What follows belongs to an exercise in optimizing a design on an open flow for small area, a short achievable clock period and few clock cycles per item; a production flow would make more cautious choices.
In this exercise RTL edits were held to simulation tests only and were not proved equivalent to the original.
No activity file was given, so power comes from the tool's default toggle rates.

==> inputs of juniper <==
Design bounded_deque_with_value_delete, start of the top module:
module bounded_deque_with_value_delete #(
   parameter int DEPTH      = bdq_pkg::DEF_DEPTH,
   parameter int DATA_WIDTH = bdq_pkg::DEF_DATA_WIDTH
) (
   input  logic                               clock,
   input  logic                               reset,
   input  logic                               req_valid,
   output logic                               req_stall,
   input  logic [bdq_pkg::ACTION_W-1:0]       req_action,
   input  logic signed [bdq_pkg::VALUE_W-1:0] req_value,
   input  logic [bdq_pkg::INDEX_W-1:0]        req_index,
   output logic                               rsp_valid,
   input  logic                               rsp_stall,
   output logic [bdq_pkg::STATUS_W-1:0]       rsp_status,
   output logic signed [bdq_pkg::VALUE_W-1:0] rsp_read_data,
   output logic                               rsp_found,
   output logic [bdq_pkg::POS_W-1:0]          rsp_position,
   output logic [bdq_pkg::COUNT_W-1:0]        rsp_count
);
   localparam int N = 16;
   localparam int W = bdq_pkg::VALUE_W;
   logic            av;                   
   logic [2:0]      a_act;
   logic [W-1:0]    a_val;
   logic [3:0]      a_idx;
   logic            bv;                   
   logic [2:0]      b_act;
   logic [W-1:0]    b_val;
   logic [3:0]      b_idx;
   logic [N-1:0]    b_eq;                 
   logic            b_del2;               
   logic            a_del2;
   logic            acc, a_load, a_move, b_load, b_done, go, rsp_free;
   assign req_stall = av && bv && ((rv && rsp_stall) || b_del2);
   assign acc       = req_valid && !req_stall;
   logic [3:0]      hd;                   
   logic [3:0]      tp1;                  
   logic [N-1:0]    upper;                
   logic [N-1:0]    b_rsel;               
   logic [4:0]      cnt;                  
   logic [N-1:0]    live;                 
   logic [N*W-1:0]  ent;
   logic [W-1:0]    e [N];
   logic [3:0]      rel [N];              
   logic [N-1:0]    m, ma, mb, pa, pb, xa, xb, t, tx, f;
   logic [N-1:0]    oh_hd, oh_hm1, oh_tl, oh_tp1;
   logic [N-1:0]    sel_v, sel_r, live_set, live_clr;
   logic [N-1:0]    a_eq, a_eq_in, b_eq_in;
   logic            a_eq_b;
   logic            full, empty, any, anya;
  ...
clock: 5.0 ns
lec_check: 0
cap_margin: 20
core_margin: 2
core_utilization: 60
cts_cluster_diameter: 60
cts_cluster_size: 20
setup_slack_margin: 1.8
slew_margin: 20
run.sh (not shown) runs the stock make flow with config.mk's settings and CLKGATE_MAP_FILE= SYNTH_SCRIPT=/design/flow/synth_recipe.tcl, a recipe that flattens the netlist after the stock synthesis.
==> cedar (differences from juniper) <==
- CORE_UTILIZATION: 60 -> 50
- SETUP_SLACK_MARGIN: 1.8 -> 2.0
==> garnet (differences from juniper) <==
- CORE_UTILIZATION: 60 -> 55
==> qor summary <==
| quantity | garnet | juniper | cedar |
|---|---|---|---|
| Outcome | finished clean | finished clean | finished clean |
| Reg-to-reg setup timing slack | 1.72 ns | 1.41 ns | 1.61 ns |
| Pwr dens | 298 nW/µm² | 290 nW/µm² | 303 nW/µm² |
| Register area | 15900 µm² | 15900 µm² | 15900 µm² |
| Crit share post-route | 65.7% | 71.8% | 67.7% |
| Non-clock inverter total of the final layout | 87 | 87 | 86 |
| Post-CTS setup-driven buffer insertion count | 80 | 107 | 131 |
| Core utilization of the finished layout | 64.8% | 69.8% | 60.0% |
| Fraction of area in clock buffers and inverters | 4.82% | 4.05% | 5.13% |
| Number of filler cells placed in the layout | 5944 | 5081 | 6734 |
| Pin count of the biggest net entering global routing | 45 | 48 | 44 |
| Detailed placement HPWL | 129000 µm | 127000 µm | 134000 µm |
| Hold Crit Endpoint | b_act[1]$_DFFE_PP_ | b_act[0]$_DFFE_PP_ | b_act[1]$_DFFE_PP_ |
| Hold slack | 0.450 ns | 0.457 ns | 0.449 ns |
| Num CTS Buffers | 60 | 53 | 67 |
| Routed length per instance | 35.1 µm | 35.8 µm | 36.9 µm |
| Worst-margin pin slew | 1.11 ns | 1.15 ns | 1.29 ns |
Testbench counts of juniper, summed over its fixed seeds: cycles 12,191, items 12,000.
Testbench counts of cedar, summed over its fixed seeds: cycles 12,191, items 12,000.
Testbench counts of garnet, summed over its fixed seeds: cycles 12,191, items 12,000.

## separate check: timing with driven ports
Ports are ideal in the flow. The routed layouts listed here were re-timed in OpenROAD.
Step 1 sets driving cells, clkbuf_16 on the clock port and buf_2 on the other inputs (assumed; they add their load-dependent delay and slew).
Step 2, shift: input delay + t, output delay - t, t = (earliest + latest rising clock arrival at the registers) / 2. This alone moves slack from input paths to output paths.
Three values: no drivers, after step 1, after step 2; two values: the first two.
run	shift t [ns]	setup slack, ns	clock arrival spread, ns
juniper	0.744	1.409 / 1.409 / 1.138	0.062 / 0.061
cedar	0.714	1.613 / 1.613 / 1.491	0.045 / 0.045
garnet	0.746	1.717 / 1.717 / 1.222	0.047 / 0.048
After both steps every run listed still meets setup and hold. The setup slack of garnet, which loses most, moves by 0.000 ns with the drivers and by -0.495 ns with both steps.
